Source: an optimization exercise on an open RTL-to-GDS flow (aim: small area and a short achievable clock period). Production flows keep margins and buffers that such runs may drop. In this exercise RTL edits were held to simulation tests only and were not proved equivalent to the original. The clock port is modelled as an ideal driver; clocking choices that lean on that would not hold on a real chip. Power figures rest on the tool's default switching activity, not on a simulated workload.

## wip/umber
==> flow/design.v (excerpt) <==
module sprUnitTop (
  input  logic                       CB,
  input  logic                       rstN,
  input  logic                       exeMtspr,
  input  logic                       exeMfspr,
  input  logic [10-1:0]     exeSprf,
  input  logic                       exeBranchAndLink,
  input  logic                       exeBcDecr,
  input  logic [32-1:0]      exeData,
  input  logic                       excSwap01,
  input  logic                       excSwap23,
  input  logic                       excSwapEnable,
  input  logic                       excWbRfci,
  input  logic                       sprHold,
  input  logic [30-1:0] refetchAddr,
  input  logic [32-1:0]      crIn,
  output logic [32-1:0]      readData,
  output logic [32-1:0]      link,
  output logic [32-1:0]      ctr,
  output logic                       ctrEq1,
  output logic                       ctrEq2,
  output logic [16-1:0]     evpr,
  output logic [30-1:0] returnAddr,
  output logic                       exeMtLr,
  output logic                       exeMtCtr
);
Size: roughly 1300 cells after synthesis, about 260 I/O pins.
clock: 5.5 ns
lec_check: 0
cap_margin: 20
core_margin: 2
core_utilization: 60
cts_buf_list: sky130_fd_sc_hd__clkbuf_16
cts_cluster_diameter: 80
cts_cluster_size: 20
slew_margin: 20
synth_hierarchical: 1
standard.sh (not shown) runs the stock make flow with config.mk's settings and CLKGATE_MAP_FILE= SYNTH_SCRIPT=/design/flow/synth_recipe.tcl, a recipe that flattens the netlist after the stock synthesis.
==> flow/flow/run.sh <==
#!/bin/bash
# Layout flow: the standard flow (standard.sh, unchanged synthesis) with
#  - every combinational cell started at its smallest drive before floorplan
#    (flow/downsize.tcl); the repair steps size up only where timing needs it
#  - buf_1 port buffers instead of the default delay-cell buffers
#  - area recovery by gate sizing after CTS and after global routing
#    (flow/post_cts.tcl, flow/post_grt.tcl, flow/recover_area.tcl): a cell is
#    made smaller only where the worst setup slack stays as it was (and its
#    own pins keep 0.05 ns above it); after
#    global routing the cells of the worst path are also sized for speed,
#    and repair_design restores the slew and capacitance headroom
# Each step's full log is in orfs/logs/; make's own output goes to
# flow_make_cts.log (up to CTS) and flow_make.log (the rest).
set -euo pipefail
here=$(pwd)
export PRE_FLOORPLAN_TCL="$here/flow/downsize.tcl"
export POST_CTS_TCL="$here/flow/post_cts.tcl"
export POST_GLOBAL_ROUTE_TCL="$here/flow/post_grt.tcl"
export BUFFER_PORTS_ARGS="-buffer_cell sky130_fd_sc_hd__buf_1"
SETUP_SLACK_MARGIN=2.0 bash standard.sh cts > "$here/flow_make_cts.log" 2>&1
SETUP_SLACK_MARGIN=1.6 bash standard.sh > "$here/flow_make.log" 2>&1
==> flow/flow/post_cts.tcl <==
# After CTS and its timing repair: recover area by gate sizing
# (flow/recover_area.tcl) with placement parasitics.
source [file join [file dirname [info script]] recover_area.tcl]
set ::ra_reestimate 1
estimate_parasitics -placement
recover_area 0.05
detailed_placement
==> flow/flow/post_grt.tcl <==
# After global routing and its timing repair:
#  1. recover area by gate sizing (flow/recover_area.tcl), placement
#     parasitics re-estimated after each change
#  2. repair_design puts back the slew and capacitance headroom
#  3. size the cells of the worst path for speed, global-route parasitics
#     re-estimated after each change
# then legalize, update the global routes of the changed nets and the guides.
source [file join [file dirname [info script]] recover_area.tcl]
set ::ra_reestimate 1
estimate_parasitics -placement
global_route -start_incremental
recover_area 0.05
estimate_parasitics -global_routing
repair_design -cap_margin 20 -slew_margin 20
detailed_placement
global_route -end_incremental
set ::ra_reestimate 2
estimate_parasitics -global_routing
global_route -start_incremental
improve_wns 30
detailed_placement
global_route -end_incremental
estimate_parasitics -global_routing
puts "post_grt: worst setup slack [worst_slack -max], hold [worst_slack -min], slew violations [sta::max_slew_violation_count], cap violations [sta::max_capacitance_violation_count]"
write_guides $::env(RESULTS_DIR)/route.guide
Other scripts of this flow, unchanged in this note and not shown: flow/flow/downsize.tcl, flow/flow/recover_area.tcl
wip/umber finished all stages; the layout is clean.
Input-level comparison between wip/yarrow and wip/umber:
-- flow/flow/run.sh --
<<< wip/umber, line 8
#    made smaller only where the worst setup slack stays as it was (and its
#    own pins keep 0.05 ns above it); after
>>> wip/yarrow, line 8
#    made smaller only where the worst setup slack stays as it was; after
-- flow/flow/post_cts.tcl --
<<< wip/umber, line 6
recover_area 0.05
>>> wip/yarrow, line 6
recover_area 0.1
-- flow/flow/post_grt.tcl --
<<< wip/umber, line 12
recover_area 0.05
>>> wip/yarrow, line 12
recover_area 0.1
### Flow results
wip/yarrow | stages: all done | timing, DRC, antenna: all pass. Setup slack deteriorates in wip/yarrow relative to wip/umber. Changes observed in wip/yarrow relative to wip/umber: sum of routed wire length over all layers was more or less identical; share of final-layout standard cells stronger than drive strength 1 went up by 1.6 points; routed length on met1 went up by 250 um; clock skew was more or less identical. [compare] base=wip/umber new=wip/yarrow: vertical die dimension shows no meaningful change, switching component of the power shows no meaningful change.
Edits applied to the flow inputs when going from wip/yarrow to wip/violet:
-- flow/flow/run.sh --
<<< wip/yarrow, line 8
#    made smaller only where the worst setup slack stays as it was; after
>>> wip/violet, line 8
#    made smaller only where the worst setup slack stays as it was (and its
#    own pins keep 0.05 ns above it); after
<<< wip/yarrow, line 20
SETUP_SLACK_MARGIN=1.6 bash standard.sh > "$here/flow_make.log" 2>&1
>>> wip/violet, line 21
SETUP_SLACK_MARGIN=1.75 bash standard.sh > "$here/flow_make.log" 2>&1
-- flow/flow/post_cts.tcl --
<<< wip/yarrow, line 6
recover_area 0.1
>>> wip/violet, line 6
recover_area 0.05
-- flow/flow/post_grt.tcl --
<<< wip/yarrow, line 12
recover_area 0.1
>>> wip/violet, line 12
recover_area 0.05
Findings:
Comparing hold slack for wip/yarrow and wip/violet, the bigger number came from wip/yarrow.
Looking at wip/yarrow and wip/violet, the maximum frequency is a wash.
sky130_fd_sc_hd__nor3_4 as the worst-path cell with the longest stage delay was reported by wip/yarrow, and sky130_fd_sc_hd__a22oi_1 by wip/violet.
Critical path launch point: exeSprf[0] -> wip/yarrow, exeMfspr -> wip/violet
Diff wip/yarrow -> wip/violet: global placement routability congestion about even, total routing usage reported by global routing about even.
The following lists how wip/willow was set up differently from wip/violet:
-- flow/flow/run.sh --
<<< wip/violet, line 8
#    made smaller only where the worst setup slack stays as it was (and its
#    own pins keep 0.05 ns above it); after
>>> wip/willow, line 8
#    made smaller only where the worst setup slack stays as it was; after
-- flow/flow/post_cts.tcl --
<<< wip/violet, line 6
recover_area 0.05
>>> wip/willow, line 6
recover_area 0.1
-- flow/flow/post_grt.tcl --
<<< wip/violet, line 12
recover_area 0.05
>>> wip/willow, line 12
recover_area 0.1
[summary]
wip/willow was carried through to the last stage, and its layout satisfied the timing, design-rule and antenna checks. Any difference in number of sinks on the clock net between wip/violet and wip/willow is small enough to ignore. wip/willow packs its core more tightly than wip/violet. Summary of wip/willow over wip/violet: final worst-path cycle share now smaller, wire length level.

Starting RTL as in the previous note.
// sprUnitTop
module sprUnitTop (
  input  logic                       CB,
  input  logic                       rstN,
  input  logic                       exeMtspr,
  input  logic                       exeMfspr,
  input  logic [10-1:0]     exeSprf,
  input  logic                       exeBranchAndLink,
  input  logic                       exeBcDecr,
  input  logic [32-1:0]      exeData,
  input  logic                       excSwap01,
  input  logic                       excSwap23,
  input  logic                       excSwapEnable,
  input  logic                       excWbRfci,
  input  logic                       sprHold,
  input  logic [30-1:0] refetchAddr,
  input  logic [32-1:0]      crIn,
  output logic [32-1:0]      readData,
  output logic [32-1:0]      link,
  output logic [32-1:0]      ctr,
  output logic                       ctrEq1,
  output logic                       ctrEq2,
  output logic [16-1:0]     evpr,
  output logic [30-1:0] returnAddr,
  output logic                       exeMtLr,
  output logic                       exeMtCtr
);
Settings: LEC_CHECK=0, CAP_MARGIN=20, CORE_MARGIN=2, CORE_UTILIZATION=60, CTS_BUF_LIST=sky130_fd_sc_hd__clkbuf_16, CTS_CLUSTER_DIAMETER=80, CTS_CLUSTER_SIZE=20, SETUP_SLACK_MARGIN=2.0, SLEW_MARGIN=20, SYNTH_HIERARCHICAL=1; clock period 5.5 ns.
==> flow/flow/run.sh <==
#!/bin/bash
# Layout flow: the standard flow (standard.sh, unchanged synthesis) with
#  - every combinational cell started at its smallest drive before floorplan
#    (flow/downsize.tcl); the repair steps size up only where timing needs it
#  - buf_1 port buffers instead of the default delay-cell buffers
#  - area recovery by gate sizing after CTS and after global routing
#    (flow/post_cts.tcl, flow/post_grt.tcl, flow/recover_area.tcl): a cell is
#    made smaller only where the worst setup slack stays as it was; after
#    global routing the cells of the worst path are also sized for speed,
#    and repair_design restores the slew and capacitance headroom
# Each step's full log is in orfs/logs/; make's own output goes to flow_make.log.
set -euo pipefail
here=$(pwd)
export PRE_FLOORPLAN_TCL="$here/flow/downsize.tcl"
export POST_CTS_TCL="$here/flow/post_cts.tcl"
export POST_GLOBAL_ROUTE_TCL="$here/flow/post_grt.tcl"
export BUFFER_PORTS_ARGS="-buffer_cell sky130_fd_sc_hd__buf_1"
bash standard.sh > "$here/flow_make.log" 2>&1
Other scripts of this flow, unchanged in this note and not shown: flow/flow/downsize.tcl, flow/flow/post_cts.tcl, flow/flow/post_grt.tcl, flow/flow/recover_area.tcl
Then changed:
CTS_CLUSTER_DIAMETER = 100   (was 80)
CTS_CLUSTER_SIZE = 30   (was 20)
Result: The new run produced a clean layout; first-iteration DRC count decreases by 3.4%; routed wire length is higher by 2.5%; worst setup slack loses 0.020 ns; clock power decreases by 14%.

sprUnitTop again, from the RTL that the note above started with.
==> flow/design.v (excerpt) <==
module sprUnitTop (
  input  logic                       CB,
  input  logic                       rstN,
  input  logic                       exeMtspr,
  input  logic                       exeMfspr,
  input  logic [10-1:0]     exeSprf,
  input  logic                       exeBranchAndLink,
  input  logic                       exeBcDecr,
  input  logic [32-1:0]      exeData,
  input  logic                       excSwap01,
  input  logic                       excSwap23,
  input  logic                       excSwapEnable,
  input  logic                       excWbRfci,
  input  logic                       sprHold,
  input  logic [30-1:0] refetchAddr,
  input  logic [32-1:0]      crIn,
  output logic [32-1:0]      readData,
  output logic [32-1:0]      link,
  output logic [32-1:0]      ctr,
  output logic                       ctrEq1,
  output logic                       ctrEq2,
  output logic [16-1:0]     evpr,
  output logic [30-1:0] returnAddr,
  output logic                       exeMtLr,
  output logic                       exeMtCtr
);
export LEC_CHECK = 0
export CAP_MARGIN = 20
export CORE_MARGIN = 2
export CORE_UTILIZATION = 60
export CTS_BUF_LIST = sky130_fd_sc_hd__clkbuf_16
export CTS_CLUSTER_DIAMETER = 80
export CTS_CLUSTER_SIZE = 20
export SLEW_MARGIN = 20
export SYNTH_HIERARCHICAL = 1
create_clock -name core_clock -period 5.5 [get_ports {CB}]
==> flow/flow/run.sh <==
#!/bin/bash
# Layout flow: the standard flow (standard.sh, unchanged synthesis) with
#  - every combinational cell started at its smallest drive before floorplan
#    (flow/downsize.tcl); the repair steps size up only where timing needs it
#  - buf_1 port buffers instead of the default delay-cell buffers
#  - area recovery by gate sizing after CTS and after global routing
#    (flow/post_cts.tcl, flow/post_grt.tcl, flow/recover_area.tcl): a cell is
#    made smaller only where the worst setup slack stays as it was (and its
#    own pins keep 0.05 ns above it); after
#    global routing the cells of the worst path are also sized for speed,
#    and repair_design restores the slew and capacitance headroom
# Each step's full log is in orfs/logs/; make's own output goes to
# flow_make_cts.log (up to CTS) and flow_make.log (the rest).
set -euo pipefail
here=$(pwd)
export PRE_FLOORPLAN_TCL="$here/flow/downsize.tcl"
export POST_CTS_TCL="$here/flow/post_cts.tcl"
export POST_GLOBAL_ROUTE_TCL="$here/flow/post_grt.tcl"
export BUFFER_PORTS_ARGS="-buffer_cell sky130_fd_sc_hd__buf_1"
SETUP_SLACK_MARGIN=2.2 bash standard.sh cts > "$here/flow_make_cts.log" 2>&1
SETUP_SLACK_MARGIN=1.6 bash standard.sh > "$here/flow_make.log" 2>&1
==> flow/flow/post_cts.tcl <==
# After CTS and its timing repair: recover area by gate sizing
# (flow/recover_area.tcl) with placement parasitics.
source [file join [file dirname [info script]] recover_area.tcl]
set ::ra_reestimate 1
estimate_parasitics -placement
recover_area 0.05
detailed_placement
==> flow/flow/post_grt.tcl <==
# After global routing and its timing repair:
#  1. recover area by gate sizing (flow/recover_area.tcl), placement
#     parasitics re-estimated after each change
#  2. repair_design puts back the slew and capacitance headroom
#  3. size the cells of the worst path for speed, global-route parasitics
#     re-estimated after each change
# then legalize, update the global routes of the changed nets and the guides.
source [file join [file dirname [info script]] recover_area.tcl]
set ::ra_reestimate 1
estimate_parasitics -placement
global_route -start_incremental
recover_area 0.05
estimate_parasitics -global_routing
repair_design -cap_margin 20 -slew_margin 20
detailed_placement
global_route -end_incremental
set ::ra_reestimate 2
estimate_parasitics -global_routing
global_route -start_incremental
improve_wns 30
detailed_placement
global_route -end_incremental
estimate_parasitics -global_routing
puts "post_grt: worst setup slack [worst_slack -max], hold [worst_slack -min], slew violations [sta::max_slew_violation_count], cap violations [sta::max_capacitance_violation_count]"
write_guides $::env(RESULTS_DIR)/route.guide
Other scripts of this flow, unchanged in this note and not shown: flow/flow/downsize.tcl, flow/flow/recover_area.tcl
Then changed:
--- a/flow/flow/run.sh
+++ b/flow/flow/run.sh
@@ -8,2 +8 @@
-#    made smaller only where the worst setup slack stays as it was (and its
-#    own pins keep 0.05 ns above it); after
+#    made smaller only where the worst setup slack stays as it was; after
@@ -12,2 +11 @@
-# Each step's full log is in orfs/logs/; make's own output goes to
-# flow_make_cts.log (up to CTS) and flow_make.log (the rest).
+# Each step's full log is in orfs/logs/; make's own output goes to flow_make.log.
@@ -20,2 +18 @@
-SETUP_SLACK_MARGIN=2.2 bash standard.sh cts > "$here/flow_make_cts.log" 2>&1
-SETUP_SLACK_MARGIN=1.6 bash standard.sh > "$here/flow_make.log" 2>&1
+bash standard.sh > "$here/flow_make.log" 2>&1
--- a/flow/flow/post_cts.tcl
+++ b/flow/flow/post_cts.tcl
@@ -6 +6 @@
-recover_area 0.05
+recover_area 0.1
--- a/flow/flow/post_grt.tcl
+++ b/flow/flow/post_grt.tcl
@@ -12 +12 @@
-recover_area 0.05
+recover_area 0.1
Settings changed: SETUP_SLACK_MARGIN from default to 2.0.
After rerunning: Sequential share of layout area drops by 2.1 points. Clock power barely changes. Design area climbs by 3.9%. Total power climbs by 1.1%. Routed wire length increases by 6.0%. Combinational power climbs by 3.8%.
Then changed:
--- a/flow/flow/run.sh
+++ b/flow/flow/run.sh
@@ -8 +8,2 @@
-#    made smaller only where the worst setup slack stays as it was; after
+#    made smaller only where the worst setup slack stays as it was (and its
+#    own pins keep 0.05 ns above it); after
@@ -11 +12,2 @@
-# Each step's full log is in orfs/logs/; make's own output goes to flow_make.log.
+# Each step's full log is in orfs/logs/; make's own output goes to
+# flow_make_cts.log (up to CTS) and flow_make.log (the rest).
@@ -18 +20,2 @@
-bash standard.sh > "$here/flow_make.log" 2>&1
+SETUP_SLACK_MARGIN=2.2 bash standard.sh cts > "$here/flow_make_cts.log" 2>&1
+SETUP_SLACK_MARGIN=1.75 bash standard.sh > "$here/flow_make.log" 2>&1
--- a/flow/flow/post_cts.tcl
+++ b/flow/flow/post_cts.tcl
@@ -6 +6 @@
-recover_area 0.1
+recover_area 0.05
--- a/flow/flow/post_grt.tcl
+++ b/flow/flow/post_grt.tcl
@@ -12 +12 @@
-recover_area 0.1
+recover_area 0.05
Settings changed: SETUP_SLACK_MARGIN 2.0 to default.
Result:
- routed wire length goes down by a few percent
- setup slack improves by 0.036 ns
- non-clock buffer count goes down by 29
- synthesized cell count does not change
- power goes down slightly
- maximum frequency goes up slightly
- cell area goes down by a few percent
- flip-flop and latch count does not change

## static timing again, ports no longer ideal
No port has a modelled driver above. Below, the same layouts with a new extraction and two added sets of constraints. Step 1: set_driving_cell puts a clkbuf_16 on CB and a buf_2 on each other input, an assumption about the parent block. Step 2 adds t to the input delays and takes it off the output delays; t is the mean of the earliest and latest rising clock arrival at the registers after step 1. Input paths then give back, and output paths get back, about the clock's delay inside the block. Three values: ideal, step 1, step 2; two values: the first two.
run	t (ns)	setup slack, ns	worst setup path after step 2	cell pins on the clock port's net
wip/umber	0.587	1.734 / 1.682 / 1.195	input to register	1
wip/yarrow	0.588	1.719 / 1.667 / 1.282	input to register	1
wip/violet	0.589	1.709 / 1.656 / 1.315	input to register	1
wip/willow	0.589	1.733 / 1.703 / 1.406	input to register	1
the first run of note 2	0.593	1.702 / 1.628 / 1.274	input to register	1
the second run of note 2	0.558	1.682 / 1.560 / 1.434	input to register	1
the first run of note 3	0.588	1.764 / 1.709 / 1.370	input to register	1
the second run of note 3	0.589	1.703 / 1.646 / 1.200	input to register	1
the third run of note 3	0.591	1.739 / 1.697 / 1.295	input to register	1
After both steps every run listed still meets setup and hold. The setup slack of wip/umber, which loses most, moves by -0.052 ns with the drivers and by -0.539 ns with both steps.
